This design comes from an exercise in tuning for small area, a short achievable clock period and few clock cycles per item on the open sky130 flow, not from production work.
RTL that was checked went through simulation tests only; none was proved equivalent to the original.
No activity file was given, so power comes from the tool's default toggle rates.

Design signed_integer_to_custom_radix_digits, start of the top module:
module signed_integer_to_custom_radix_digits (
	input  wire logic                             clk,
	input  wire logic                             arst_n,
	input  wire logic                             push,
	output logic                                  full,
	input  wire logic signed [sirc_pkg::IN_W-1:0] value,
	output logic                                  empty,
	input  wire logic                             pop,
	output logic [sirc_pkg::CHAR_W-1:0]           character,
	output logic                                  last,
	input  wire logic                             cfg_we,
	input  wire logic [1:0]                       cfg_index,
	input  wire logic [sirc_pkg::CFG_W-1:0]       cfg_data
);
Size in the first run: ~1600 cells after synthesis, about 110 I/O pins, ~20000 µm² of cells after synthesis.
Settings: LEC_CHECK=0, CAP_MARGIN=20, CORE_MARGIN=2, CORE_UTILIZATION=40, SLEW_MARGIN=20, SYNTH_HIERARCHICAL=1, SYNTH_MINIMUM_KEEP_SIZE=0, TNS_END_PERCENT=5; clock period 12.0 ns.
standard.sh (not shown) runs the stock make flow with config.mk's settings and CLKGATE_MAP_FILE= SYNTH_SCRIPT=/design/flow/synth_recipe.tcl, a recipe that flattens the netlist after the stock synthesis.
==> flow/flow/run.sh <==
#!/bin/bash
set -euo pipefail
export SETUP_SLACK_MARGIN=8
bash standard.sh > standard.log 2>&1
Testbench counts at the start, summed over its fixed seeds: cycles 76,035, items 4,096.
Edit:
--- a/flow/design.v
+++ b/flow/design.v
@@ -420,44 +420,43 @@
 	sirc_ddrow u_row (
 		.d    (d_q),
 		.c0   (c_bit_q),
 		.tt   (tt_q),
 		.ttm1 (ttm1_q),
 		.odd  (odd_q),
 		.dn   (dd)
 	);
 	always_comb begin
-		lay    = '0;
-		lay[0] = !pw && !hi_zero;
+		lay = '0;
 		for (int j = 0; j < 8; j++)
 			for (int k = 0; k < 4; k++)
 				if (4*j + k + 1 < IN_W)
-					lay[4*j + k] = lay[4*j + k] | (p16_q && mag_q[4*j + k + 1]);
+					lay[4*j + k] = p16_q && mag_q[4*j + k + 1];
 		for (int j = 0; j < 11; j++)
 			for (int k = 0; k < 3; k++)
 				if (3*j + k + 1 < IN_W)
 					lay[4*j + k] = lay[4*j + k] | (p8_q && mag_q[3*j + k + 1]);
 	end
 	assign pw        = p16_q || p8_q;
-	assign last_step = !c_first_q && (c_idx_q == '0);
+	assign last_step = c_first_q ? (!pw && hi_zero) : (c_idx_q == '0);
 	assign take      = push && !full_q;
 	assign step      = c_busy_q && !last_step;
 	assign final_go  = c_busy_q && last_step && !ck_pend && e_free;
 	always_comb begin
 		c_busy_nx = c_busy_q;
 		if (cfg_hit)
 			c_busy_nx = 1'b0;
 		else if (take)
 			c_busy_nx = 1'b1;
 		else if (final_go)
 			c_busy_nx = 1'b0;
 		c_first_nx = take ? 1'b1 : step ? 1'b0 : c_first_q;
-		c_idx_nx   = (!take && step) ? ((c_first_q && (pw || hi_zero)) ? '0 : idx_next) : c_idx_q;
+		c_idx_nx   = (!take && step) ? ((c_first_q && pw) ? '0 : idx_next) : c_idx_q;
 		e_v_nx     = e_v_q;
 		if (final_go && ok && !cfg_hit)
 			e_v_nx = 1'b1;
 		else if (emit_dig && is_last)
 			e_v_nx = 1'b0;
 		full_nx = c_busy_nx && !(c_idx_nx == '0 && !c_first_nx && !ck_act_nx && !ck_v_nx && !e_v_nx);
 	end
 	always_ff @(posedge clk or negedge arst_n) begin
 		if (!arst_n) begin
@@ -466,31 +465,29 @@
 			full_q   <= 1'b0;
 		end else begin
 			c_busy_q <= c_busy_nx;
 			e_v_q    <= e_v_nx;
 			full_q   <= full_nx;
 		end
 	end
 	assign full = full_q;
 	always_ff @(posedge clk) begin
-		if (!c_busy_q || (!c_first_q && c_idx_q == '0))
-			mag_q <= magv;
 		if (take) begin
+			mag_q     <= magv;
 			c_neg_q   <= value[IN_W-1];
 			c_first_q <= 1'b1;
-			c_bit_q   <= value[0];
+			c_bit_q   <= pw ? value[0] : |value;
+			d_q       <= '0;
 		end else if (step) begin
 			c_first_q <= 1'b0;
-			if (c_first_q) begin
+			if (c_first_q && pw) begin
 				d_q     <= lay;
-				c_idx_q <= (pw || hi_zero) ? '0 : idx_next;
-				if (!pw && !hi_zero)
-					c_bit_q <= bit_next;
+				c_idx_q <= '0;
 			end else begin
 				d_q     <= dd;
 				c_idx_q <= idx_next;
 				c_bit_q <= bit_next;
 			end
 		end
 	end
 	logic             e_rdy_q;
 	logic             e_sign_q;
What happened:
- count of clock-buffer cells in the layout increases by 9
- setup slack improved by 0.13 ns
- sequential power increases by a few percent
- die area stays flat
- hold slack got worse by 0.0099 ns
- cell area decreases slightly
Only the layout flow was run in the second run of this note; the RTL was not checked for function there.

-- port drivers added, routing unchanged --
No port has a modelled driver above. Below, the same layouts with a new extraction and two added sets of constraints. Step 1 assumes that a clkbuf_16 drives the clock port and a buf_2 every other input. Step 2 also shifts input and output timing later by t, the mid clock arrival at the registers, as if the neighbouring blocks saw the same clock. Slacks: no drivers / after step 1 / after step 2; pairs: no drivers / after step 1.
| run | t (ns) | setup slack, ns | worst setup path after step 2 | clock arrival spread, ns | worst slew at a driven data input, ns |
|---|---|---|---|---|---|
| the first run | 0.601 | 7.681 / 7.681 / 7.265 | input to register | 0.022 / 0.022 | 0.06 |
| the second run | 0.627 | 7.815 / 7.815 / 7.271 | input to register | 0.027 / 0.028 | 0.06 |
After both steps every run listed still meets setup and hold. The setup slack of the second run, which loses most, moves by 0.000 ns with the drivers and by -0.544 ns with both steps.
